This design comes from an exercise in tuning for small area on the open sky130 flow, not from production work. Only simulation tests tie the RTL to the original design; equivalence was not proved. Power is estimated from default activity; no workload was simulated.

## design.v

```verilog
`timescale 1ns/1ps
module virtio_mmio_top
#(
	parameter int ID_W      = 1,
	parameter int QUEUE_NUM = 1
)
(
	input  logic            axi_aclk,
	input  logic            axi_aresetn,
	input  logic [ID_W-1:0] awid,
	input  logic [11:0]     awaddr,
	input  logic [7:0]      awlen,
	input  logic [1:0]      awburst,
	input  logic            awvalid,
	output logic            awready,
	input  logic [31:0]     wdata,
	input  logic            wlast,
	input  logic            wvalid,
	output logic            wready,
	output logic [ID_W-1:0] bid,
	output logic [1:0]      bresp,
	output logic            bvalid,
	input  logic            bready,
	input  logic [ID_W-1:0] arid,
	input  logic [11:0]     araddr,
	input  logic [7:0]      arlen,
	input  logic [1:0]      arburst,
	input  logic            arvalid,
	output logic            arready,
	output logic [ID_W-1:0] rid,
	output logic [31:0]     rdata,
	output logic [1:0]      rresp,
	output logic            rlast,
	output logic            rvalid,
	input  logic            rready,
	output logic            interrupt
);
	localparam [6:0] W_MAGIC     = 7'h00;
	localparam [6:0] W_VERSION   = 7'h01;
	localparam [6:0] W_DEVICE_ID = 7'h02;
	localparam [6:0] W_VENDOR_ID = 7'h03;
	localparam [6:0] W_DEV_FEAT  = 7'h04;
	localparam [6:0] W_FEAT_SEL  = 7'h05;
	localparam [6:0] W_QUEUE_SEL = 7'h0c;
	localparam [6:0] W_QNUM_MAX  = 7'h0d;
	localparam [6:0] W_QUEUE_NUM = 7'h0e;
	localparam [6:0] W_Q_READY   = 7'h11;
	localparam [6:0] W_Q_NOTIFY  = 7'h14;
	localparam [6:0] W_INT_STAT  = 7'h18;
	localparam [6:0] W_INT_ACK   = 7'h19;
	localparam [6:0] W_STATUS    = 7'h1c;
	localparam [6:0] W_DESC_LO   = 7'h20;
	localparam [6:0] W_DESC_HI   = 7'h21;
	localparam [6:0] W_DRV_LO    = 7'h24;
	localparam [6:0] W_DRV_HI    = 7'h25;
	localparam [6:0] W_DEV_LO    = 7'h28;
	localparam [6:0] W_DEV_HI    = 7'h29;
	localparam [6:0] W_CAP_LO    = 7'h40;
	localparam [2:0] S_IDLE_W = 3'b000;    
	localparam [2:0] S_IDLE_R = 3'b100;    
	localparam [2:0] S_SWEEP  = 3'b010;    
	localparam [2:0] S_WDATA  = 3'b001;
	localparam [2:0] S_BRESP  = 3'b011;
	localparam [2:0] S_RFETCH = 3'b101;    
	localparam [2:0] S_RDATA  = 3'b111;    
	localparam [2:0] S_RWAIT  = 3'b110;    
	logic [2:0]  state;
	logic [6:0]  word;        
	logic        far;         
	logic        incr;        
	logic [7:0]  cnt;         
	logic [ID_W-1:0] id;
	logic        idle;
	logic        w_hs;
	logic        rst;
	logic        sweep;
	logic        go;          
	logic [31:0]      head;
	logic [6:0][31:0] ring;
	logic [2:0]       nxt;        
	logic [2:0]       nxt_inc;
	logic             hold;       
	logic        fsel_one;    
	logic        qsel_nz;     
	logic        int_st;      
	logic        st_ack;      
	logic [1:0]  st_step;     
	logic [31:0] st_value;
	logic        is_ring;
	logic [2:0]  ring_idx;
	logic [2:0]  ring_nxt;    
	logic        tgt;         
	logic        here;        
	always_comb
	begin
		is_ring  = !far;
		ring_idx = 3'd0;
		case (word)
			W_QUEUE_NUM: ring_idx = 3'd0;
			W_Q_READY:   ring_idx = 3'd1;
			W_DESC_LO:   ring_idx = 3'd2;
			W_DESC_HI:   ring_idx = 3'd3;
			W_DRV_LO:    ring_idx = 3'd4;
			W_DRV_HI:    ring_idx = 3'd5;
			W_DEV_LO:    ring_idx = 3'd6;
			W_DEV_HI:    ring_idx = 3'd7;
			default:     is_ring = 1'b0;
		endcase
	end
	assign ring_nxt = ring_idx + 3'd1;
	assign tgt      = is_ring && (ring_idx == 3'd0 || !qsel_nz);
	assign here     = !tgt || (nxt == ring_nxt);
	assign rst     = !axi_aresetn;
	assign sweep   = (state == S_SWEEP);
	assign idle    = (state[1:0] == 2'b00);
	assign awready = (state == S_IDLE_W);
	assign arready = (state == S_IDLE_R);
	assign wready  = (state == S_WDATA) && here;
	assign bvalid  = (state == S_BRESP);
	assign rvalid  = (state == S_RDATA);
	assign bid     = id;
	assign rid     = id;
	assign bresp   = 2'b00;
	assign rresp   = 2'b00;
	assign rlast   = (cnt == 8'd0);
	assign w_hs    = wready && wvalid;
	assign go      = here && (state == S_RWAIT || (state == S_RDATA && rready));
	always_ff @(posedge axi_aclk)
	begin
		if (rst)
			state <= S_SWEEP;
		else
		begin
			case (state)
				S_SWEEP:
					if (nxt == 3'd7)
						state <= S_IDLE_W;
				S_IDLE_W:
					state <= awvalid ? S_WDATA : S_IDLE_R;
				S_IDLE_R:
					state <= arvalid ? S_RFETCH : S_IDLE_W;
				S_WDATA:
					if (w_hs && wlast)
						state <= S_BRESP;
				S_BRESP:
					if (bready)
						state <= S_IDLE_R;
				S_RFETCH:
					if (here)
						state <= S_RDATA;
				default:
					if (go)
						state <= rlast ? S_IDLE_W : S_RFETCH;
					else if (rready)
						state <= S_RWAIT;
			endcase
		end
	end
	always_ff @(posedge axi_aclk)
	begin
		if (idle)
		begin
			id   <= state[2] ? arid : awid;
			word <= state[2] ? araddr[8:2] : awaddr[8:2];
			far  <= state[2] ? (araddr[11:9] != 3'd0) : (awaddr[11:9] != 3'd0);
			incr <= state[2] ? (arburst[0] ^ arburst[1]) : (awburst[0] ^ awburst[1]);
			cnt  <= arlen;
		end
		else if (w_hs || go)
		begin
			cnt <= cnt - 8'd1;
			if (incr)
				{far, word} <= {far, word} + 8'd1 | {far, 7'd0};
		end
	end
	logic ring_wr;
	logic take_head;
	logic take_nxt;
	assign ring_wr   = w_hs && tgt;
	assign hold      = tgt && ((state == S_RFETCH && here) ||
		((state == S_RDATA || state == S_RWAIT) && !go));
	assign take_head = !ring_wr && !sweep && !hold;
	assign take_nxt  = hold;
	always_ff @(posedge axi_aclk)
	begin
		ring[5:0] <= ring[6:1];
		ring[6]   <= ({32{ring_wr}} & wdata) | ({32{take_head}} & head) |
			({32{take_nxt}} & ring[0]);
		if (!hold)
			head <= ring[0];
	end
	assign nxt_inc = nxt + 3'd1;
	always_ff @(posedge axi_aclk)
	begin
		if (rst)
			nxt <= 3'd0;
		else if (hold && nxt_inc == ring_idx)
			nxt <= nxt + 3'd2;
		else
			nxt <= nxt_inc;
	end
	logic we;
	logic wd_zero_hi;
	assign we         = w_hs && !far;
	assign wd_zero_hi = (wdata[31:1] == 31'd0);
	always_ff @(posedge axi_aclk)
	begin
		if (rst)
		begin
			fsel_one <= 1'b0;
			qsel_nz  <= 1'b0;
			int_st   <= 1'b0;
			st_ack   <= 1'b0;
			st_step  <= 2'd0;
		end
		else if (we)
		begin
			case (word)
				W_FEAT_SEL:  fsel_one <= wd_zero_hi && wdata[0];
				W_QUEUE_SEL: qsel_nz  <= !(wd_zero_hi && !wdata[0]);
				W_Q_NOTIFY:  int_st   <= 1'b1;
				W_INT_ACK:   int_st   <= int_st && !wdata[0];
				W_STATUS:
					if (wd_zero_hi && !wdata[0])
					begin
						st_ack  <= 1'b1;
						st_step <= 2'd0;
					end
					else
						case (st_step)
							2'd0: if (wdata[1]) st_step <= 2'd1;
							2'd1: if (wdata[3]) st_step <= 2'd2;
							2'd2: if (wdata[2]) st_step <= 2'd3;
							default: ;
						endcase
				default: ;
			endcase
		end
	end
	assign interrupt = int_st;
	assign st_value = {28'd0, st_step == 2'd2 || st_step == 2'd3 ? 1'b1 : 1'b0,
		st_step == 2'd3, st_step != 2'd0, st_ack};
	logic near;
	logic sel_magic, sel_vendor, sel_two, sel_feat, sel_qmax, sel_int, sel_stat, sel_cap;
	assign near       = !far && !tgt;
	assign sel_magic  = near && word == W_MAGIC;
	assign sel_vendor = near && word == W_VENDOR_ID;
	assign sel_two    = near && (word == W_VERSION || word == W_DEVICE_ID);
	assign sel_feat   = near && word == W_DEV_FEAT && fsel_one;
	assign sel_qmax   = near && word == W_QNUM_MAX;
	assign sel_int    = near && word == W_INT_STAT && int_st;
	assign sel_stat   = near && word == W_STATUS;
	assign sel_cap    = near && word == W_CAP_LO;
	assign rdata = ({32{tgt}} & head) |
		({32{sel_magic}} & 32'h7472_6976) |
		({32{sel_vendor}} & 32'hff00_1af4) |
		({32{sel_two}} & 32'd2) |
		({32{sel_feat}} & 32'd3) |
		({32{sel_qmax}} & 32'd16) |
		({32{sel_int}} & 32'd1) |
		({32{sel_stat}} & st_value) |
		({32{sel_cap}} & 32'd4);
endmodule
```

## flow/run.sh

```bash
#!/bin/bash
# Standard ORFS layout (the standard.sh) with two changes to how it is made:
#  - port buffers use the smallest buffer cell instead of the resizer's pick
#  - clock tree: clkbuf_8 only, sink clusters of up to 20 within 60 um, no dummy loads
# make's full output goes to flow.log here; ORFS keeps its per-step logs in orfs/logs.
set -euo pipefail
cd "$(dirname "$0")/.."
bash standard.sh \
  "BUFFER_PORTS_ARGS=-buffer_cell sky130_fd_sc_hd__buf_1" \
  "CTS_ARGS=-sink_clustering_enable -repair_clock_nets -buf_list sky130_fd_sc_hd__clkbuf_8 -dont_use_dummy_load -sink_clustering_size 20 -sink_clustering_max_diameter 60" \
  finish > flow.log 2>&1
```

## standard.sh

```bash
#!/bin/bash
# synth_recipe.tcl (not shown) runs the flow's synth.tcl, then flattens the netlist and writes it again
# the make line also repeats each setting of config.mk as NAME=value (left out here)
make -C /OpenROAD-flow-scripts/flow DESIGN_CONFIG=/design/flow/config.mk WORK_HOME=/design/flow/orfs CLKGATE_MAP_FILE= SYNTH_SCRIPT=/design/flow/synth_recipe.tcl "${@:-finish}"
```

## config.mk

```make
export PLATFORM = sky130hd
export DESIGN_NAME = virtio_mmio_top
export DESIGN_NICKNAME = virtio_mmio_top
export VERILOG_FILES = /design/flow/design.v
export SDC_FILE = /design/flow/constraint.sdc
export NUM_CORES = 4
export LEC_CHECK = 0
export CAP_MARGIN = 20
export CORE_MARGIN = 2
export CORE_UTILIZATION = 40
export SLEW_MARGIN = 20
```

## constraint.sdc

```tcl
create_clock -name core_clock -period 5.0 [get_ports {axi_aclk}]
set_input_delay 1.0000 -clock core_clock [delete_from_list [all_inputs] [get_ports {axi_aclk}]]
set_output_delay 1.0000 -clock core_clock [all_outputs]
set_load 0.01 [all_outputs]
```

==> results of run 1 <==
routing by layer:
| metal | routed length [µm] | track usage (%) | up-vias |
|---|---|---|---|
| met5 | 0 | 0 | - |
| li1 | - | - | 2746 |
| met3 | 770 | 2.690 | 29 |
| met1 | 9047 | 21.74 | 2577 |
| met2 | 7915 | 22.39 | 111 |
| met4 | 456 | 5.203 | 0 |
how the worst max path moves through the flow:
| stage | from | end |
|---|---|---|
| CTS | word[2] | rdata[2] |
| global placement | word[5] | ring[203] |
| global route | word[5] | rdata[4] |
| floorplan | word[5] | rdata[13] |
| finish | word[2] | rdata[3] |
| detailed placement | word[5] | ring[203] |
flip-flops by register name, indices dropped and copies added (netlist names):
name	count
st_ack	1
ring	224
cnt	8
word	7
nxt	3
st_step	2
int_st	1
head	32
fsel_one	1
id	1
state	3
far	1
qsel_nz	1
incr	1
final cells by class:
| cell class | count | share of cell area, % |
|---|---|---|
| diodes | 1 | 0.02499 |
| clock buffers | 21 | 2.887 |
| inverters | 24 | 0.8998 |
| multi-input cells | 377 | 25.19 |
| flip-flops and latches | 286 | 62.18 |
| well taps | 285 | 3.562 |
| repair buffers | 127 | 5.249 |
metrics by stage:
stage                     hold slack [ps]  setup WS (ps)
after floorplan                     309.6           1493
after global placement              309.6          895.2
after detailed placement            312.1          878.1
after CTS                           265.1          364.1
after global routing                261.9          132.5
final                               271.1          401.8
cells by family after synthesis:
kind of cell | Yosys count | share of synthesized area, %
other | 1 | 0.04143
DFF | 286 | 68.78
xor gates and xnor gates | 19 | 1.838
and+or+nand+nor | 199 | 11.64
AOI/OAI and AO/OA | 128 | 10.78
buffers and inverters | 61 | 3.497
muxes | 12 | 1.355
adders and majority gates | 15 | 2.073
cells in the final DEF (no fill, tap or decap), drive strengths merged, types with 4 or more instances in the layout:
| master | n |
|---|---|
| ha | 15 |
| a21oi | 18 |
| mux2i | 10 |
| a221o | 32 |
| edfxtp | 50 |
| inv | 23 |
| a21boi | 11 |
| nor3 | 11 |
| xnor2 | 8 |
| nand4 | 8 |
| nor4 | 11 |
| and3 | 9 |
| clkbuf | 21 |
| a21o | 9 |
| o31a | 4 |
| buf | 127 |
| nand3 | 7 |
| nor2 | 30 |
| nand2 | 69 |
| conb | 4 |
| nor3b | 4 |
| xor2 | 11 |
| dfxtp | 236 |
| o211ai | 4 |
| o21ai | 24 |
| and2 | 26 |
power groups by stage:
stage          logic [mW]  clock network, mW  registers [mW]
2_1_floorplan       0.171                  0            2.43
3_3_place_gp        0.207                  0            2.44
3_5_place_dp        0.209                  0            2.44
4_1_cts             0.209               1.07            2.39
5_1_grt             0.235               1.16            2.40
6_report            0.208               1.03            2.39
==> impl_metrics.ini, run 1 <==
[clock_tree]
cts_resized = 0
clock_latency_ps = 550
cts_tree = built
holdBufCountCts = 0
numCtsBuffers = 21
path_clk_slew_ps = 110
htreeDepth = 1
root_buffer = clkbuf_8
cts_setup_buffers = 0
cts.sinks = 286
clk_path_buf_depth = 3

[job]
maxCapViolations = 0

[hold_path]
holdPathEnd = ring[177]
hold_path.class = reg -> reg
hold_depth = 0
min_from = ring[209]

[synthesis]
yosysSeqAreaShare_pct = 68.78
postSynthCellCount = 721
yosysWarnings = 1
netlist_top_cells_count = dfxtp_1, nand2_1, edfxtp_1, a221o_1, nor2_1
ys.flop_type = dfxtp_1
synth_edf_count = 50
synth-async-reset-ratio_pct = 0
synth_top_area_cell = dfxtp_1
synth_cell_type_count = 69
synth_area_per_cell_um2 = 12.56
syn_area_mm2 = 0.009052
yosys-top-cells-area = dfxtp_1, edfxtp_1, a221o_1
synth_top_area_share_pct = 52.19
yosysMostFrequentCell = dfxtp_1
synth_seq_cells = 286

[power]
switching_share_pct = 22.23
p_leak_nw = 3.978
p_seq_share_pct = 66.0
pwr-share-comb_pct = 5.7
p_clk_share_pct = 28.3
peakVddDrop_uv = 237.8
power_mw = 3.626
internal_power_mw = 2.820
p_switching_mw = 0.8059
power_density_mw_per_mm2 = 362.2

[layout]
ff_latch_area_mm2 = 0.006226
fin_util_pct = 44.63
syn2layout_area_growth_pct = 10.60
fin_area_mm2 = 0.01001
drive_above_1_share_pct = 5.629
final_cell_count_no_fill = 1121
fin_nets = 938
n_fill_cell = 2131
multiInputGateArea_mm2 = 0.002522

[timing]
tightest_slew_ps = 940.9
fin_crit_sh_pct = 91.96
rsz0062_at_grt = no
fin_setup_tns_ps = 0
clock.fmax_mhz = 217.5
slew_headroom_pct = 36.39
final_hold_viol_count = 0
drv_slew = 0
layout_min_cycle_time_ps = 4598
clock_skew_ps = 60.49
finalSetupViolations = 0

[worst_setup_path]
crit_path_end_kind = output port
r2r_cells = 12
crit_buf_inv = 3
r2r_end = head[12]
reg2reg_slack_ps = 1210
start_kind = flip-flop
cp_cell_sequence = nor4b_4, o31ai_4, ha_1, inv_1, a31o_2, nand2_1, and2_1, buf_4, a22o_1, buf_1
required_ps = 4000
cpLargestDelayFamily = compound AO/OA/AOI/OAI gates
max_stage_delay_ps = 810
crit_path_top_delay_cell = edfxtp_1
r2r_start = word[5]
arrival_ps = 3600
path_class = reg -> out
crit_fanout = 17
path_depth = 10

[floorplan]
die_height_um = 154.4
dieArea_mm2 = 0.02385
start_util_pct = 40.35
core_area_mm2 = 0.02243
die_w_um = 154.4
rows = 55
io_pins = 131

[grt]
grt_max_degree = 33
track_usage_pct = 14.93
grt_pass1_wl_um = 27860
grt-ovfl-total = 0
antenna_found_initial = 1
grt_pass1_vias = 5165

[placed_design]
dpl.hpwl_um = 12440
portBuffers = 114
dp.cells = 1099
place_congestion = 0.8515
post_dp_cell_area_mm2 = 0.009719

[drt]
viasPerCell = 4.873
antenna_left = 0
routedWlPerCell_um = 16.23
drc = 0
drtIter0Drc = 359
dr_total_vias = 5463
totalWireLength_um = 18190
drtPass1Iterations = 4

[outcome]
outcome = complete, no violations
==> run 2, diff against run 1 <==
--- a/design.v
+++ b/design.v
@@ -91,24 +91,17 @@
 	logic [2:0]  ring_nxt;    
 	logic        tgt;         
 	logic        here;        
-	always_comb
-	begin
-		is_ring  = !far;
-		ring_idx = 3'd0;
-		case (word)
-			W_QUEUE_NUM: ring_idx = 3'd0;
-			W_Q_READY:   ring_idx = 3'd1;
-			W_DESC_LO:   ring_idx = 3'd2;
-			W_DESC_HI:   ring_idx = 3'd3;
-			W_DRV_LO:    ring_idx = 3'd4;
-			W_DRV_HI:    ring_idx = 3'd5;
-			W_DEV_LO:    ring_idx = 3'd6;
-			W_DEV_HI:    ring_idx = 3'd7;
-			default:     is_ring = 1'b0;
-		endcase
-	end
+	logic is_addr_slot;
+	logic is_qnum;
+	logic is_qready;
+	assign is_addr_slot = !far && word[6:4] == 3'b010 && word[1] == 1'b0 &&
+		!(word[3] && word[2]);
+	assign is_qnum      = !far && word == W_QUEUE_NUM;
+	assign is_qready    = !far && word == W_Q_READY;
+	assign is_ring      = is_addr_slot || is_qnum || is_qready;
+	assign ring_idx     = is_addr_slot ? {word[3:2], word[0]} : {2'b11, word[0]};
 	assign ring_nxt = ring_idx + 3'd1;
-	assign tgt      = is_ring && (ring_idx == 3'd0 || !qsel_nz);
+	assign tgt      = is_qnum || ((is_addr_slot || is_qready) && !qsel_nz);
 	assign here     = !tgt || (nxt == ring_nxt);
 	assign rst     = !axi_aresetn;
 	assign sweep   = (state == S_SWEEP);
@@ -124,7 +117,7 @@
 	assign rresp   = 2'b00;
 	assign rlast   = (cnt == 8'd0);
 	assign w_hs    = wready && wvalid;
-	assign go      = here && (state == S_RWAIT || (state == S_RDATA && rready));
+	assign go      = here && (state == S_RWAIT);
 	always_ff @(posedge axi_aclk)
 	begin
 		if (rst)
@@ -148,11 +141,12 @@
 				S_RFETCH:
 					if (here)
 						state <= S_RDATA;
+				S_RDATA:
+					if (rready)
+						state <= S_RWAIT;
 				default:
 					if (go)
 						state <= rlast ? S_IDLE_W : S_RFETCH;
-					else if (rready)
-						state <= S_RWAIT;
 			endcase
 		end
 	end
@@ -177,8 +171,8 @@
 	logic take_head;
 	logic take_nxt;
 	assign ring_wr   = w_hs && tgt;
-	assign hold      = tgt && ((state == S_RFETCH && here) ||
-		((state == S_RDATA || state == S_RWAIT) && !go));
+	assign hold      = tgt && ((state == S_RFETCH && here) || state == S_RDATA ||
+		(state == S_RWAIT && !here));
 	assign take_head = !ring_wr && !sweep && !hold;
 	assign take_nxt  = hold;
 	always_ff @(posedge axi_aclk)
==> impl_metrics.ini, run 2 <==
[clock_tree]
cts.sinks = 286
holdBufCountCts = 0
path_clk_slew_ps = 100
cts_resized = 0
root_buffer = clkbuf_8
htreeDepth = 1
cts_setup_buffers = 0
cts_tree = built
clock_latency_ps = 550
clk_path_buf_depth = 3
numCtsBuffers = 21

[layout]
n_fill_cell = 2028
largest_register_ffs = 224
reg_top3 = ring x224, head x32, cnt x8
drive_above_1_share_pct = 5.109
layout_commonest_cell = dfxtp_1
n_antenna_cell = 0
multiInputGateArea_mm2 = 0.002350
final_cell_count_no_fill = 1063
regMostFlops = ring
fin_util_pct = 44.95
ff_latch_area_mm2 = 0.006226
layout_common_cells = dfxtp_1, buf_1, a21o_1
syn2layout_area_growth_pct = 10.86
fin_nets = 884

[synthesis]
ys.flop_type = dfxtp_1
postSynthCellCount = 675
synth_seq_cells = 286
yosys-top-cells-area = dfxtp_1, edfxtp_1, a21o_1
synth-async-reset-ratio_pct = 0
synth_edf_count = 50
yosysMostFrequentCell = dfxtp_1
yosysWarnings = 1
syn_area_mm2 = 0.008793
synth_top_area_cell = dfxtp_1
yosysSeqAreaShare_pct = 70.80
netlist_top_cells_count = dfxtp_1, a21o_1, edfxtp_1, nand2_1, a22o_1
synth_cell_type_count = 60
synth_top_area_share_pct = 53.73
synth_area_per_cell_um2 = 13.03

[worst_setup_path]
arrival_ps = 3460
crit_fanout = 10
required_ps = 4000
start_kind = flip-flop
crit_path_end_kind = output port
path_class = reg -> out

[timing]
rsz0062_at_grt = no
worst_slack_ps = 543.7
clock.fmax_mhz = 224.4
layout_min_cycle_time_ps = 4456
fin_setup_tns_ps = 0
finalSetupViolations = 0
fin_crit_sh_pct = 89.13
slew_headroom_pct = 42.54
final_hold_viol_count = 0
clock_skew_ps = 81.32
tightest_slew_ps = 861.9
drv_slew = 0

[outcome]
outcome = complete, no violations

[drt]
viasPerCell = 4.826
antenna_left = 0
drtIter0Drc = 258
drc = 0
dr_total_vias = 5130
totalWireLength_um = 17040
drtPass1Iterations = 4
routedWlPerCell_um = 16.03

[placed_design]
dpl.hpwl_um = 11200
place_congestion = 0.7719
dp.cells = 1042
portBuffers = 114
pre_cts_slack_ps = 1079

[floorplan]
rows = 54
dieArea_mm2 = 0.02319
core_area_mm2 = 0.02169
start_util_pct = 40.54
io_pins = 131
die_w_um = 152.3
die_height_um = 152.3

[power]
peakVddDrop_uv = 232.3
internal_power_mw = 2.742
p_clk_share_pct = 29.9
pwr-share-comb_pct = 1.8
p_switching_mw = 0.6864
p_seq_share_pct = 68.3
p_leak_nw = 4.108
switching_share_pct = 20.02
power_density_mw_per_mm2 = 351.7

[grt]
antenna_found_initial = 0
grt_pass1_vias = 4865
grt-ovfl-total = 0
grt_max_degree = 33
track_usage_pct = 14.43
grt_pass1_wl_um = 26700

[job]
maxCapViolations = 0

[hold_path]
hold_path.class = reg -> reg
-- run 2: cell types whose count changed in the layout (fill, tap and decap cells not counted), moves of 10 or more --
| cell | delta |
|---|---|
| a21o_1 | +45 |
| nand2_1 | -32 |
| a221o_1 | -31 |
| a22o_1 | +31 |
| and2_1 | -14 |
| inv_1 | -11 |
| a21boi_0 | -10 |
-- run 2: layout make-up --
cell class / instances / share of cell area, %
Tap cell: 280 / 3.594
Multi-Input combinational cell: 342 / 24.10
Timing Repair Buffer: 122 / 5.006
Sequential cell: 286 / 63.87
Clock buffer: 21 / 2.965
Inverter: 12 / 0.4621
-- run 2: path summary, 6_finish.rpt --
kind / start / to / slack, ps / depth (start not counted)
hold / removal: ring[158] / ring[126] / 250 / 0
setup reg to reg: far / ring[223] / 1180 / 11
hold reg to reg: ring[158] / ring[126] / 250 / 0
setup / recovery: far / wready / 540 / 10
-- run 2: worst max-delay path, cell delays in order, from the launching register on --
cell,delay (ps)
edfxtp_1,530
or4b_1,560
nor2_1,330
nand2_1,100
ha_1,200
xnor2_1,130
or3_1,410
nand3_1,230
and2_1,260
nor3_1,60
buf_1,150
-- run 2: power groups by stage --
stage	clock network, mW	logic (mW)	registers, mW
after floorplan	0	0.0330	2.39
after global placement	0	0.0625	2.39
after detailed placement	0	0.0631	2.39
after CTS	1.08	0.0635	2.34
after global routing	1.16	0.0715	2.34
final	1.02	0.0629	2.34
-- run 2: logic make-up (layout without fill, tap and decap cells) --
group,Yosys count,in the layout,synth area share (%)
and+or+nand+nor,144,144,8.751
DFF,286,286,70.80
muxes,13,13,1.494
xor gates and xnor gates,17,17,1.693
AOI/OAI and AO/OA,151,151,12.69
adders and majority gates,13,13,1.850
other,1,4,0.04265
buffers and inverters,50,155,2.675
-- run 2: routing by layer --
metal	up-vias	global-route usage [%]	wire length (µm)
met2	124	21.45	7112
met1	2402	21.43	8768
met5	-	0	0
li1	2575	-	-
met4	0	4.317	360
met3	29	2.759	796
-- run 2: metrics by stage --
stage | area [µm²] | hold WS [ps] | total power [mW]
floorplan | 8805 | 309.6 | 2.425
global placement | 9459 | 309.5 | 2.456
detailed placement | 9459 | 312.1 | 2.456
CTS | 9748 | 249.6 | 3.481
global route | 9748 | 244.3 | 3.575
finish | 9748 | 250.0 | 3.429
==> run 3, diff against run 2 <==
--- a/design.v
+++ b/design.v
@@ -77,8 +77,8 @@
 	logic        go;          
 	logic [31:0]      head;
 	logic [6:0][31:0] ring;
-	logic [2:0]       nxt;        
-	logic [2:0]       nxt_inc;
+	logic [2:0]       pos;        
+	logic             skip;       
 	logic             hold;       
 	logic        fsel_one;    
 	logic        qsel_nz;     
@@ -88,7 +88,6 @@
 	logic [31:0] st_value;
 	logic        is_ring;
 	logic [2:0]  ring_idx;
-	logic [2:0]  ring_nxt;    
 	logic        tgt;         
 	logic        here;        
 	logic is_addr_slot;
@@ -100,9 +99,8 @@
 	assign is_qready    = !far && word == W_Q_READY;
 	assign is_ring      = is_addr_slot || is_qnum || is_qready;
 	assign ring_idx     = is_addr_slot ? {word[3:2], word[0]} : {2'b11, word[0]};
-	assign ring_nxt = ring_idx + 3'd1;
 	assign tgt      = is_qnum || ((is_addr_slot || is_qready) && !qsel_nz);
-	assign here     = !tgt || (nxt == ring_nxt);
+	assign here     = !tgt || (pos == ring_idx);
 	assign rst     = !axi_aresetn;
 	assign sweep   = (state == S_SWEEP);
 	assign idle    = (state[1:0] == 2'b00);
@@ -126,7 +124,7 @@
 		begin
 			case (state)
 				S_SWEEP:
-					if (nxt == 3'd7)
+					if (pos == 3'd7)
 						state <= S_IDLE_W;
 				S_IDLE_W:
 					state <= awvalid ? S_WDATA : S_IDLE_R;
@@ -183,15 +181,13 @@
 		if (!hold)
 			head <= ring[0];
 	end
-	assign nxt_inc = nxt + 3'd1;
+	assign skip = hold && {pos[2:1] + 2'd1, pos[0]} == ring_idx;
 	always_ff @(posedge axi_aclk)
 	begin
 		if (rst)
-			nxt <= 3'd0;
-		else if (hold && nxt_inc == ring_idx)
-			nxt <= nxt + 3'd2;
+			pos <= 3'd0;
 		else
-			nxt <= nxt_inc;
+			pos <= pos + {1'b0, skip, !skip};
 	end
 	logic we;
 	logic wd_zero_hi;
@@ -236,7 +232,7 @@
 		st_step == 2'd3, st_step != 2'd0, st_ack};
 	logic near;
 	logic sel_magic, sel_vendor, sel_two, sel_feat, sel_qmax, sel_int, sel_stat, sel_cap;
-	assign near       = !far && !tgt;
+	assign near       = !far;
 	assign sel_magic  = near && word == W_MAGIC;
 	assign sel_vendor = near && word == W_VENDOR_ID;
 	assign sel_two    = near && (word == W_VERSION || word == W_DEVICE_ID);
--- a/config.mk
+++ b/config.mk
@@ -7,5 +7,5 @@
 export LEC_CHECK = 0
 export CAP_MARGIN = 20
 export CORE_MARGIN = 2
-export CORE_UTILIZATION = 40
+export CORE_UTILIZATION = 60
 export SLEW_MARGIN = 20
==> impl_metrics.ini, run 3 <==
[clock_tree]
root_buffer = clkbuf_8
numCtsBuffers = 19
clock_latency_ps = 530
path_clk_slew_ps = 110
cts_resized = 0
htreeDepth = 1
cts_tree = built
cts_setup_buffers = 0
clk_path_buf_depth = 3
cts.sinks = 286
holdBufCountCts = 0

[layout]
final_cell_count_no_fill = 983
n_antenna_cell = 0
fin_nets = 899
largest_register_ffs = 224
layout_commonest_cell = dfxtp_1
syn2layout_area_growth_pct = 9.079
fin_util_pct = 66.49
layout_common_cells = dfxtp_1, buf_1, nand2_1
regMostFlops = ring
reg_top3 = ring x224, head x32, cnt x8
drive_above_1_share_pct = 5.882
fin_area_mm2 = 0.009590
n_fill_cell = 1117

[worst_setup_path]
reg2reg_slack_ps = 1360
crit_fanout = 14
start_kind = flip-flop
crit_path_top_delay_cell = edfxtp_1
cp_cell_sequence = or3_1, nor3_1, nand3b_1, and2_0, nand3_1, buf_1
r2r_cells = 10
startpoint = word[3]
path_class = reg -> out
r2r_start = word[2]
arrival_ps = 3130
required_ps = 4000
r2r_end = pos[1]
max_stage_delay_ps = 610
crit_path_end_kind = output port

[placed_design]
portBuffers = 114
dp.cells = 964
dpl.hpwl_um = 10840
place_congestion = 0.8777
post_dp_cell_area_mm2 = 0.009329
pre_cts_slack_ps = 1356

[grt]
track_usage_pct = 20.89
grt_pass1_vias = 5263
antenna_found_initial = 1
grt_pass1_wl_um = 26460
grt_max_degree = 33
grt-ovfl-total = 0

[floorplan]
die_w_um = 125.1
start_util_pct = 60.96
dieArea_mm2 = 0.01564
core_area_mm2 = 0.01442
rows = 44
die_height_um = 125.1
io_pins = 131

[timing]
layout_min_cycle_time_ps = 4130
slew_headroom_pct = 37.76
drv_slew = 0
fin_setup_tns_ps = 0
worst_slack_ps = 869.7
rsz0062_at_grt = no
clock_skew_ps = 79.83
final_hold_viol_count = 0
clock.fmax_mhz = 242.1
finalSetupViolations = 0
fin_crit_sh_pct = 82.61
tightest_slew_ps = 933.6
hold_slack_ps = 242.2

[synthesis]
synth_edf_count = 50
yosys-top-cells-area = dfxtp_1, edfxtp_1, a221o_1
postSynthCellCount = 690
yosysSeqAreaShare_pct = 70.81
synth_seq_cells = 286
ys.flop_type = dfxtp_1
synth-async-reset-ratio_pct = 0
yosysMostFrequentCell = dfxtp_1
synth_top_area_share_pct = 53.74
netlist_top_cells_count = dfxtp_1, nand2_1, edfxtp_1, and2_1, a221o_1
synth_top_area_cell = dfxtp_1
yosysWarnings = 1
synth_area_per_cell_um2 = 12.74
synth_cell_type_count = 65
syn_area_mm2 = 0.008792

[drt]
drtIter0Drc = 366
drtPass1Iterations = 4
antenna_left = 0
routedWlPerCell_um = 16.55
viasPerCell = 5.405
dr_total_vias = 5313
totalWireLength_um = 16270
drc = 0

[power]
peakVddDrop_uv = 271.3
power_mw = 4.545
p_leak_nw = 3.752
power_density_mw_per_mm2 = 473.9

[hold_path]
hold_depth = 0
min_from = ring[81]
holdPathEnd = ring[49]
hold_path.class = reg -> reg

[outcome]
outcome = complete, no violations

[job]
maxCapViolations = 0
-- run 3: changes by cell type in the layout (fill, tap and decap cells not counted), moves of 4 or more --
cell,change
nand3_1,+4
a22o_1,-30
nand4_1,-6
and2_1,+29
o21ai_0,-5
a21o_1,-54
nor3b_1,+4
inv_1,+5
nand2_1,+40
nor4_1,-5
a221o_1,+29
a22oi_1,+4
nor2b_1,-4
a21oi_1,+5
-- run 3: worst max path at each step --
stage / slack [ps] / end / cells past startpoint
3_5_place_dp: 1360 / rdata[4] / 6
3_3_place_gp: 1350 / rdata[4] / 6
5_1_grt: 620 / rdata[4] / 6
2_1_floorplan: 1910 / rdata[4] / 7
4_1_cts: 790 / rdata[4] / 6
6_report: 870 / rdata[4] / 6
-- run 3: cell type report --
cell class,count,area [µm²],share of cell area (%)
multi-input cells,354,2317,24.16
flip-flops and latches,286,6226,64.92
repair buffers,122,488.0,5.088
inverters,18,67.56,0.7045
well taps,184,230.2,2.401
clock buffers,19,261.5,2.727
-- run 3: critical path: cells and delay by family, from the launching register on --
kind,cells,cell delay (ps)
buffers and inverters,1,170
DFF,1,610
and+or+nand+nor,5,1850
-- run 3: cells by family after synthesis --
logic type      synth area share, %
flops                         70.81
simple gates                  12.17
compound gates                9.307
buf+inv                       2.960
xor+xnor                      1.594
fa+ha+maj                     1.793
mux                           1.323
other cells                 0.04265
-- run 3: power breakdown --
group / total (mW) / switching [mW] / internal (mW)
Sequential: 2.71 / 0.175 / 2.54
Combinational: 0.866 / 0.550 / 0.316
Clock: 0.966 / 0.621 / 0.344
Total: 4.54 / 1.35 / 3.20
-- run 3: layer usage --
| layer | vias up | track usage [%] | routed length, µm |
|---|---|---|---|
| met5 | - | 0 | 12 |
| met4 | 2 | 6.993 | 476 |
| met3 | 36 | 3.466 | 725 |
| met2 | 162 | 33.28 | 7366 |
| met1 | 2528 | 29.47 | 7684 |
| li1 | 2585 | - | - |
==> run 4, diff against run 3 <==
--- a/design.v
+++ b/design.v
@@ -193,38 +193,35 @@
 	logic wd_zero_hi;
 	assign we         = w_hs && !far;
 	assign wd_zero_hi = (wdata[31:1] == 31'd0);
-	always_ff @(posedge axi_aclk)
-	begin
-		if (rst)
-		begin
-			fsel_one <= 1'b0;
-			qsel_nz  <= 1'b0;
-			int_st   <= 1'b0;
-			st_ack   <= 1'b0;
-			st_step  <= 2'd0;
-		end
-		else if (we)
-		begin
-			case (word)
-				W_FEAT_SEL:  fsel_one <= wd_zero_hi && wdata[0];
-				W_QUEUE_SEL: qsel_nz  <= !(wd_zero_hi && !wdata[0]);
-				W_Q_NOTIFY:  int_st   <= 1'b1;
-				W_INT_ACK:   int_st   <= int_st && !wdata[0];
-				W_STATUS:
-					if (wd_zero_hi && !wdata[0])
-					begin
-						st_ack  <= 1'b1;
-						st_step <= 2'd0;
-					end
-					else
-						case (st_step)
-							2'd0: if (wdata[1]) st_step <= 2'd1;
-							2'd1: if (wdata[3]) st_step <= 2'd2;
-							2'd2: if (wdata[2]) st_step <= 2'd3;
-							default: ;
-						endcase
-				default: ;
-			endcase
+	logic wr_fsel, wr_qsel, wr_int, wr_stat;
+	logic wd_zero;
+	logic step_ok;
+	assign wr_fsel = we && word == W_FEAT_SEL;
+	assign wr_qsel = we && word == W_QUEUE_SEL;
+	assign wr_int  = we && (word == W_Q_NOTIFY || word == W_INT_ACK);
+	assign wr_stat = we && word == W_STATUS;
+	assign wd_zero = wd_zero_hi && !wdata[0];
+	always_comb
+	begin
+		case (st_step)
+			2'd0:    step_ok = wdata[1];
+			2'd1:    step_ok = wdata[3];
+			2'd2:    step_ok = wdata[2];
+			default: step_ok = 1'b0;
+		endcase
+	end
+	always_ff @(posedge axi_aclk)
+	begin
+		if (rst || wr_fsel)
+			fsel_one <= !rst && wd_zero_hi && wdata[0];
+		if (rst || wr_qsel)
+			qsel_nz <= !rst && !wd_zero;
+		if (rst || wr_int)
+			int_st <= !rst && (word[2:0] == W_Q_NOTIFY[2:0] || (int_st && !wdata[0]));
+		if (rst || wr_stat)
+		begin
+			st_ack  <= !rst && (st_ack || wd_zero);
+			st_step <= (rst || wd_zero) ? 2'd0 : st_step + {1'b0, step_ok};
 		end
 	end
 	assign interrupt = int_st;
--- a/config.mk
+++ b/config.mk
@@ -7,5 +7,5 @@
 export LEC_CHECK = 0
 export CAP_MARGIN = 20
 export CORE_MARGIN = 2
-export CORE_UTILIZATION = 60
+export CORE_UTILIZATION = 75
 export SLEW_MARGIN = 20
==> impl_metrics.ini, run 4 <==
[placed_design]
dpl.hpwl_um = 10830
portBuffers = 114
dp.cells = 881
post_dp_cell_area_mm2 = 0.009203
place_congestion = 0.8403

[synthesis]
synth-async-reset-ratio_pct = 0
yosysMostFrequentCell = dfxtp_1
synth_cell_type_count = 59
syn_area_mm2 = 0.008726
synth-simple-area-share_pct = 10.61
synthAdderAreaFrac_pct = 1.233
postSynthCellCount = 648
synth_top_area_cell = dfxtp_1
yosys-top-cells-area = dfxtp_1, edfxtp_1, a221o_1
yosysSeqAreaShare_pct = 72.04
ys.flop_type = dfxtp_1
synth_edf_count = 56
muxShareOfSynthArea_pct = 1.534
synth_area_per_cell_um2 = 13.47
synth_seq_cells = 286
yosysWarnings = 1
synth_top_area_share_pct = 52.77
synth_top_family_by_area = simple AND/OR/NAND/NOR gates
netlist_top_cells_count = dfxtp_1, edfxtp_1, and2_1, a221o_1, nand2_1
synth_xor_area_share_pct = 1.807
synth_compound_area_share_pct = 9.937

[layout]
regMostFlops = ring
n_antenna_cell = 0
layout_commonest_cell = dfxtp_1
drive_above_1_share_pct = 5.159
fin_area_mm2 = 0.009450
reg_top3 = ring x224, head x32, cnt x8
final_cell_count_no_fill = 899
fin_nets = 852
layout_common_cells = dfxtp_1, buf_1, edfxtp_1
n_fill_cell = 637
largest_register_ffs = 224
syn2layout_area_growth_pct = 8.302

[worst_setup_path]
cpLargestDelayFamily = simple AND/OR/NAND/NOR gates
path_class = reg -> out
start_kind = flip-flop
cp_cell_sequence = or4b_1, nor2_1, or3_1, buf_4, nand2_1, nand4_1, buf_1
crit_path_top_delay_cell = edfxtp_1
crit_path_end_kind = output port
max_stage_delay_ps = 700
crit_fanout = 16
crit_buf_inv = 2
arrival_ps = 3000
required_ps = 4000

[outcome]
outcome = complete, no violations

[clock_tree]
clock_latency_ps = 500
clk_path_buf_depth = 3
numCtsBuffers = 18
path_clk_slew_ps = 110
cts_resized = 0
cts.sinks = 286
root_buffer = clkbuf_8
cts_tree = built
holdBufCountCts = 0
cts_setup_buffers = 0
htreeDepth = 1

[hold_path]
hold_path.class = reg -> reg

[drt]
wl_met2_um = 7758
antenna_left = 0
met3_length_um = 924
dr_total_vias = 5148
viasPerCell = 5.726
drc = 0
totalWireLength_um = 16040
drtPass1Iterations = 5
drt-met1-wl_um = 7065
drtIter0Drc = 433
highest-signal-layer = met4
routedWlPerCell_um = 17.84

[timing]
drv_slew = 0
tightest_slew_ps = 908.9
finalSetupViolations = 0
final_hold_viol_count = 0
clock_skew_ps = 33.01
clock.fmax_mhz = 249.8
fin_setup_tns_ps = 0
layout_min_cycle_time_ps = 4003
rsz0062_at_grt = no
slew_headroom_pct = 39.08
fin_crit_sh_pct = 80.05

[floorplan]
core_area_mm2 = 0.01137
start_util_pct = 76.75
die_w_um = 111.9
die_height_um = 111.9
dieArea_mm2 = 0.01251
io_pins = 131
rows = 39

[grt]
grt_max_degree = 33
antenna_found_initial = 0
track_usage_pct = 25.84
grt_pass1_wl_um = 25810
grt-ovfl-total = 0
grt_pass1_vias = 5154

[power]
power_density_mw_per_mm2 = 462.9
peakVddDrop_uv = 359.7
p_leak_nw = 3.779

[job]
maxCapViolations = 0
-- run 4: cell types whose count changed after synthesis, moves of 5 or more --
cell / previous run / this run
buf_2: 7 / 0
clkbuf_1: 13 / 18
a21oi_1: 17 / 12
dfxtp_1: 236 / 230
a21o_1: 0 / 22
nand2_1: 77 / 30
inv_1: 17 / 10
nor2_1: 28 / 23
edfxtp_1: 50 / 56
-- run 4: worst paths after layout --
check / start / end / slack (ps) / depth (start not counted)
worst max-delay path: word[2] / rdata[1] / 1000 / 7
worst min-delay path: ring[128] / ring[96] / 300 / 0
worst max register to register: word[2] / pos[1] / 1090 / 10
worst min register to register: ring[128] / ring[96] / 300 / 0
-- run 4: worst reg2reg max path: stages, from the launching register on --
cell,delay [ps]
edfxtp_1,630
a211o_1,420
or2_4,270
o311ai_4,490
mux2i_1,200
nor3_4,720
nand3_1,280
ha_1,260
inv_1,70
fa_1,410
nor2_1,100
-- run 4: cell families (layout without fill, tap and decap cells) --
| group | after synthesis | after routing |
|---|---|---|
| flops | 286 | 286 |
| compound gates | 111 | 111 |
| simple gates | 165 | 165 |
| fa+ha+maj | 8 | 8 |
| mux | 13 | 13 |
| xor+xnor | 18 | 18 |
| buf+inv | 46 | 151 |
| other cells | 1 | 4 |
-- run 4: cell type report --
type | instances | area (µm²) | share of cell area, %
inverters | 12 | 45.04 | 0.4766
flip-flops and latches | 286 | 6286 | 66.52
well taps | 143 | 178.9 | 1.893
repair buffers | 121 | 480.5 | 5.084
clock buffers | 18 | 247.7 | 2.621
multi-input cells | 319 | 2212 | 23.41
-- run 4: metal layers --
layer	vias to the layer above	track usage (%)
met4	0	6.914
met2	167	42.95
met5	-	0
met1	2472	36.27
met3	24	3.756
li1	2485	-
-- run 4: report_power, final --
| part | internal, mW | total (mW) | switching (mW) |
|---|---|---|---|
| logic | 0.283 | 0.760 | 0.477 |
| clock network | 0.327 | 0.940 | 0.613 |
| registers | 2.52 | 2.67 | 0.157 |
-- run 4: per-stage QoR --
stage          utilization (%)  hold slack (ps)  power (mW)  worst slack [ps]
3_3_place_gp             80.94            310.4       3.438              1191
2_1_floorplan                -            309.6       3.311              1806
5_1_grt                  83.12            298.5       4.567             823.0
4_1_cts                  83.12            293.9       4.383              1000
3_5_place_dp             80.94            312.1       3.475              1114
6_report                 83.12            300.5       4.375             997.5
==> run 5, diff against run 4 <==
--- a/design.v
+++ b/design.v
@@ -75,6 +75,7 @@
 	logic        rst;
 	logic        sweep;
 	logic        go;          
+	logic        again;       
 	logic [31:0]      head;
 	logic [6:0][31:0] ring;
 	logic [2:0]       pos;        
@@ -106,7 +107,7 @@
 	assign idle    = (state[1:0] == 2'b00);
 	assign awready = (state == S_IDLE_W);
 	assign arready = (state == S_IDLE_R);
-	assign wready  = (state == S_WDATA) && here;
+	assign wready  = (state == S_WDATA) && (here || (!incr && !wlast));
 	assign bvalid  = (state == S_BRESP);
 	assign rvalid  = (state == S_RDATA);
 	assign bid     = id;
@@ -115,7 +116,8 @@
 	assign rresp   = 2'b00;
 	assign rlast   = (cnt == 8'd0);
 	assign w_hs    = wready && wvalid;
-	assign go      = here && (state == S_RWAIT);
+	assign again   = tgt && !incr && !rlast && (state == S_RWAIT);
+	assign go      = here && (state == S_RWAIT) && !again;
 	always_ff @(posedge axi_aclk)
 	begin
 		if (rst)
@@ -143,7 +145,9 @@
 					if (rready)
 						state <= S_RWAIT;
 				default:
-					if (go)
+					if (again)
+						state <= S_RDATA;
+					else if (go)
 						state <= rlast ? S_IDLE_W : S_RFETCH;
 			endcase
 		end
@@ -158,7 +162,7 @@
 			incr <= state[2] ? (arburst[0] ^ arburst[1]) : (awburst[0] ^ awburst[1]);
 			cnt  <= arlen;
 		end
-		else if (w_hs || go)
+		else if (w_hs || go || again)
 		begin
 			cnt <= cnt - 8'd1;
 			if (incr)
@@ -168,9 +172,9 @@
 	logic ring_wr;
 	logic take_head;
 	logic take_nxt;
-	assign ring_wr   = w_hs && tgt;
+	assign ring_wr   = w_hs && tgt && here;
 	assign hold      = tgt && ((state == S_RFETCH && here) || state == S_RDATA ||
-		(state == S_RWAIT && !here));
+		(state == S_RWAIT && (!here || again)));
 	assign take_head = !ring_wr && !sweep && !hold;
 	assign take_nxt  = hold;
 	always_ff @(posedge axi_aclk)
==> impl_metrics.ini, run 5 <==
[synthesis]
synth-async-reset-ratio_pct = 0
syn_area_mm2 = 0.008758
synth_edf_count = 56
synth_cell_type_count = 63
synth_xor_area_share_pct = 1.600
yosys-top-cells-area = dfxtp_1, edfxtp_1, a21o_1
yosysMostFrequentCell = dfxtp_1
synth_area_per_cell_um2 = 13.09
muxShareOfSynthArea_pct = 1.171
synth_top_family_by_area = compound AO/OA/AOI/OAI gates
synth_seq_cells = 286
synth_top_area_cell = dfxtp_1
yosysSeqAreaShare_pct = 71.77
postSynthCellCount = 669
synthAdderAreaFrac_pct = 1.229
synth_compound_area_share_pct = 11.10
netlist_top_cells_count = dfxtp_1, nand2_1, edfxtp_1, a21o_1, a22o_1
synth-simple-area-share_pct = 9.871
ys.flop_type = dfxtp_1
synth_top_area_share_pct = 52.57
yosysWarnings = 1

[floorplan]
io_pins = 131
dieArea_mm2 = 0.01256
die_height_um = 112.1
start_util_pct = 76.70
core_area_mm2 = 0.01142
rows = 39
die_w_um = 112.1

[hold_path]
min_from = ring[76]
hold_path.class = reg -> reg
holdPathEnd = ring[44]
hold_depth = 0

[clock_tree]
cts_setup_buffers = 0
clock_latency_ps = 530
cts_tree = built
holdBufCountCts = 0
clk_path_buf_depth = 3
path_clk_slew_ps = 110
htreeDepth = 1
root_buffer = clkbuf_8
cts.sinks = 286
cts_resized = 0
numCtsBuffers = 18

[drt]
drtIter0Drc = 489
drc = 0
drtPass1Iterations = 5
dr_total_vias = 5414
routedWlPerCell_um = 19.16
antenna_left = 0
totalWireLength_um = 17570
viasPerCell = 5.904

[layout]
n_fill_cell = 622
drive_above_1_share_pct = 5.039
fin_nets = 870
regMostFlops = ring
reg_top3 = ring x224, head x32, cnt x8
n_antenna_cell = 0
largest_register_ffs = 224
ff_latch_area_mm2 = 0.006286
layout_commonest_cell = dfxtp_1
fin_area_mm2 = 0.009455
multiInputGateArea_mm2 = 0.002202
syn2layout_area_growth_pct = 7.957
layout_common_cells = dfxtp_1, buf_1, nand2_1

[grt]
antenna_found_initial = 0
grt_max_degree = 33
grt_pass1_vias = 5401
grt-ovfl-total = 0
grt_pass1_wl_um = 27970
track_usage_pct = 28.20

[worst_setup_path]
reg2reg_slack_ps = 1210
r2r_cells = 10
crit_fanout = 22
crit_path_end_kind = output port
path_class = reg -> out
crit_buf_inv = 2
cpLargestDelayFamily = simple AND/OR/NAND/NOR gates
max_stage_delay_ps = 660
required_ps = 4000
crit_path_top_delay_cell = edfxtp_1
r2r_start = word[2]
r2r_end = pos[1]
arrival_ps = 3370
start_kind = flip-flop
cp_cell_sequence = a211o_1, nor3_1, or3_1, buf_4, and2_1, buf_1

[power]
p_seq_share_pct = 69.5
internal_power_mw = 2.718
p_leak_nw = 4.013
pwr-share-comb_pct = 2.6
p_clk_share_pct = 27.9
peakVddDrop_uv = 370.2
switching_share_pct = 20.16
p_switching_mw = 0.6863
power_density_mw_per_mm2 = 360.0

[placed_design]
portBuffers = 114
post_dp_cell_area_mm2 = 0.009208
place_congestion = 0.8709
dpl.hpwl_um = 11920

[timing]
finalSetupViolations = 0
layout_min_cycle_time_ps = 4369
fin_setup_tns_ps = 0
clock_skew_ps = 69.14
tightest_slew_ps = 932.8
clock.fmax_mhz = 228.9
rsz0062_at_grt = no
fin_crit_sh_pct = 87.37
drv_slew = 0
final_hold_viol_count = 0
slew_headroom_pct = 37.68

[outcome]
outcome = complete, no violations

[job]
maxCapViolations = 0
[run 5: changes by cell type in the layout (fill, tap and decap cells not counted), moves of 4 or more]
cell / previous run / this run
and2_1: 43 / 11
a221o_1: 34 / 0
a22o_1: 2 / 33
nand2_1: 30 / 61
a21o_1: 22 / 40
inv_1: 10 / 14
[run 5: per-stage QoR]
| step | util, % | hold slack [ps] | power, mW | setup slack, ps | instances |
|---|---|---|---|---|---|
| floorplan | - | 309.6 | 2.465 | 1985 | 672 |
| finish | 82.81 | 310.4 | 3.404 | 631.4 | 917 |
| detailed placement | 80.64 | 312.1 | 2.504 | 1259 | 899 |
| global route | 82.81 | 332.3 | 3.500 | 434.4 | 917 |
| global placement | 80.64 | 310.5 | 2.498 | 1333 | 899 |
| CTS | 82.81 | 313.1 | 3.420 | 667.9 | 917 |
[run 5: cell families (layout without fill, tap and decap cells)]
group,after synthesis,after routing
compound gates,131,131
xor+xnor,16,16
fa+ha+maj,8,8
buf+inv,52,154
flops,286,286
mux,10,10
other cells,1,4
simple gates,165,165
[run 5: how the worst max path moves through the flow]
stage,from,to,slack [ps],cells after the start
global placement,word[2],rdata[2],1330,7
CTS,word[2],rdata[15],670,6
floorplan,cnt[0],head[0],1990,8
finish,word[2],rdata[15],630,6
global route,word[5],rdata[15],430,6
detailed placement,word[2],rdata[2],1260,7
[run 5: layer usage]
| metal | global-route usage, % | part of all wire [%] |
|---|---|---|
| met1 | 38.82 | 43 |
| met5 | 0 | 0 |
| met3 | 3.672 | 5.0 |
| met2 | 47.84 | 49 |
| met4 | 8.455 | 2.9 |
[run 5: layout make-up]
class	instances	share of cell area, %
Sequential cell	286	66.48
Multi-Input combinational cell	334	23.29
Inverter	14	0.5558
Clock buffer	18	2.620
Tap cell	143	1.892
Timing Repair Buffer	122	5.161
[run 5: worst register-to-register path, stage by stage, from the launching register on]
cell,delay (ps)
edfxtp_1,660
a211o_1,430
nor4b_2,420
o31ai_2,170
o22ai_2,600
buf_4,430
nand3_1,210
ha_1,230
inv_1,60
fa_1,410
nor2_1,110
[run 5: power by group through the flow]
stage	clock, mW	sequential (mW)	combinational, mW
after global routing	1.03	2.37	0.0988
after floorplan	0	2.41	0.0528
final	0.950	2.37	0.0882
after global placement	0	2.42	0.0815
after CTS	0.968	2.36	0.0875
after detailed placement	0	2.42	0.0865
==> run 6, diff against run 5 <==
--- a/config.mk
+++ b/config.mk
@@ -7,5 +7,5 @@
 export LEC_CHECK = 0
 export CAP_MARGIN = 20
 export CORE_MARGIN = 2
-export CORE_UTILIZATION = 75
+export CORE_UTILIZATION = 70
 export SLEW_MARGIN = 20
==> impl_metrics.ini, run 6 <==
[outcome]
outcome = complete, no violations

[floorplan]
die_w_um = 115.9
start_util_pct = 72.31
rows = 40
io_pins = 131
die_height_um = 115.9
dieArea_mm2 = 0.01342
core_area_mm2 = 0.01211

[timing]
clock.fmax_mhz = 230.3
fin_setup_tns_ps = 0
fin_crit_sh_pct = 86.84
finalSetupViolations = 0
clock_skew_ps = 65.66
layout_min_cycle_time_ps = 4342
tightest_slew_ps = 978.0
rsz0062_at_grt = no
final_hold_viol_count = 0
slew_headroom_pct = 34.80
drv_slew = 0

[synthesis]
ys.flop_type = dfxtp_1
syn_area_mm2 = 0.008758
synth_seq_cells = 286
netlist_top_cells_count = dfxtp_1, nand2_1, edfxtp_1, a21o_1, a22o_1
synth_cell_type_count = 63
synth_top_area_share_pct = 52.57
yosysSeqAreaShare_pct = 71.77
postSynthCellCount = 669
synth-async-reset-ratio_pct = 0
yosys-top-cells-area = dfxtp_1, edfxtp_1, a21o_1
synth_area_per_cell_um2 = 13.09
yosysWarnings = 1
synth_edf_count = 56
synth_top_area_cell = dfxtp_1
yosysMostFrequentCell = dfxtp_1

[drt]
drc = 0
drtIter0Drc = 390
drtPass1Iterations = 5
routedWlPerCell_um = 17.81
antenna_left = 0
dr_total_vias = 5286
totalWireLength_um = 16780
viasPerCell = 5.611

[hold_path]
hold_depth = 0
hold_path.class = reg -> reg

[power]
switching_share_pct = 19.84
power_mw = 3.390
p_clk_share_pct = 27.7
power_density_mw_per_mm2 = 357.4
internal_power_mw = 2.717
peakVddDrop_uv = 314.9
p_seq_share_pct = 69.8
pwr-share-comb_pct = 2.6
p_leak_nw = 4.013
p_switching_mw = 0.6727

[clock_tree]
holdBufCountCts = 0
cts_tree = built
root_buffer = clkbuf_8
path_clk_slew_ps = 110
cts_setup_buffers = 0
clock_latency_ps = 520
clk_path_buf_depth = 3
cts_resized = 0
numCtsBuffers = 18
cts.sinks = 286
htreeDepth = 1

[placed_design]
place_congestion = 0.8187
dpl.hpwl_um = 11560
post_dp_cell_area_mm2 = 0.009239
portBuffers = 114

[grt]
antenna_found_initial = 0
grt-ovfl-total = 0
grt_pass1_vias = 5204
track_usage_pct = 24.84
grt_max_degree = 33
grt_pass1_wl_um = 25920

[worst_setup_path]
required_ps = 4000
crit_path_end_kind = output port
start_kind = flip-flop
cp_cell_sequence = a211o_1, nor3_1, or3_1, buf_4, nand2_1, nand4_1, buf_1
path_depth = 7
crit_buf_inv = 2
r2r_cells = 6
path_class = reg -> out
crit_path_top_delay_cell = edfxtp_1
cpLargestDelayFamily = simple AND/OR/NAND/NOR gates
arrival_ps = 3340
crit_fanout = 22
max_stage_delay_ps = 660

[layout]
drive_above_1_share_pct = 5.039
syn2layout_area_growth_pct = 8.314
layout_commonest_cell = dfxtp_1
largest_register_ffs = 224
regMostFlops = ring
layout_common_cells = dfxtp_1, buf_1, nand2_1
fin_nets = 870
reg_top3 = ring x224, head x32, cnt x8
fin_area_mm2 = 0.009487
n_antenna_cell = 0

[job]
maxCapViolations = 0
-- run 6: cell counts after synthesis --
Identical to the previous run, type by type.
-- run 6: area by class of cell --
| type | count | area [µm²] |
|---|---|---|
| clock buffer | 18 | 247.7 |
| fill | 781 | 2625 |
| inverter | 14 | 52.55 |
| multi-input combinational | 334 | 2202 |
| sequential | 286 | 6286 |
| tap | 168 | 210.2 |
| timing repair buffer | 122 | 488.0 |
-- run 6: cell families after synthesis --
kind of cell | count (synthesis) | share of synthesized area [%]
mux | 10 | 1.171
flops | 286 | 71.77
buf+inv | 52 | 3.214
xor+xnor | 16 | 1.600
fa+ha+maj | 8 | 1.229
compound gates | 131 | 11.10
other cells | 1 | 0.04282
simple gates | 165 | 9.871
-- run 6: power by group through the flow --
stage	logic, mW	clock network, mW	registers [mW]
floorplan	0.0528	0	2.41
global placement	0.0820	0	2.42
detailed placement	0.0871	0	2.42
CTS	0.0876	0.957	2.36
global route	0.0970	1.03	2.37
finish	0.0877	0.938	2.36
-- run 6: worst paths after layout --
check / from / slack, ps / end
worst max register to register: word[2] / 1280 / head[5]
worst min-delay path: ring[34] / 290 / ring[2]
worst min register to register: ring[34] / 290 / ring[2]
worst max-delay path: word[2] / 660 / rdata[2]
-- run 6: per-stage QoR --
stage / worst slack (ps) / std cells / utilization, % / hold slack, ps
final: 657.9 / 942 / 78.33 / 293.5
after global routing: 516.3 / 942 / 78.33 / 290.4
after CTS: 655.8 / 942 / 78.33 / 281.0
after detailed placement: 1233 / 924 / 76.28 / 312.1
after global placement: 1275 / 924 / 76.28 / 310.0
after floorplan: 1985 / 672 / - / 309.6
-- run 6: metal layers --
layer | track usage, % | wire length, µm | vias up
li1 | - | - | 2520
met1 | 34.34 | 7599 | 2591
met2 | 41.40 | 8092 | 148
met3 | 3.975 | 764 | 27
met4 | 6.825 | 323 | 0
met5 | 0 | 0 | -

-- what the ideal ports hide --
How much do the figures lean on ideal ports? The routed layouts below were timed once more, with nothing changed but the port constraints.
Step 1 assumes that a clkbuf_16 drives the clock port and a buf_2 every other input.
Step 2 moves the port delays by t, midway between the first and last clock arrival at a register: inputs arrive t later, outputs are due t later. That takes back most of the time a late clock gives input paths.
Slacks: ideal / step 1 / step 2; pairs: ideal / step 1.
run | shift t [ns] | slack for setup (ns) | latest minus earliest clock arrival (ns)
run 1 | 0.557 | 0.402 / 0.363 / 0.920 | 0.060 / 0.060
run 2 | 0.534 | 0.544 / 0.503 / 1.037 | 0.104 / 0.104
run 3 | 0.525 | 0.870 / 0.830 / 1.355 | 0.082 / 0.082
run 4 | 0.520 | 0.997 / 0.962 / 1.093 | 0.033 / 0.033
run 5 | 0.531 | 0.631 / 0.595 / 1.126 | 0.069 / 0.069
run 6 | 0.525 | 0.658 / 0.622 / 1.147 | 0.065 / 0.066
After both steps setup and hold are still met in every run listed.
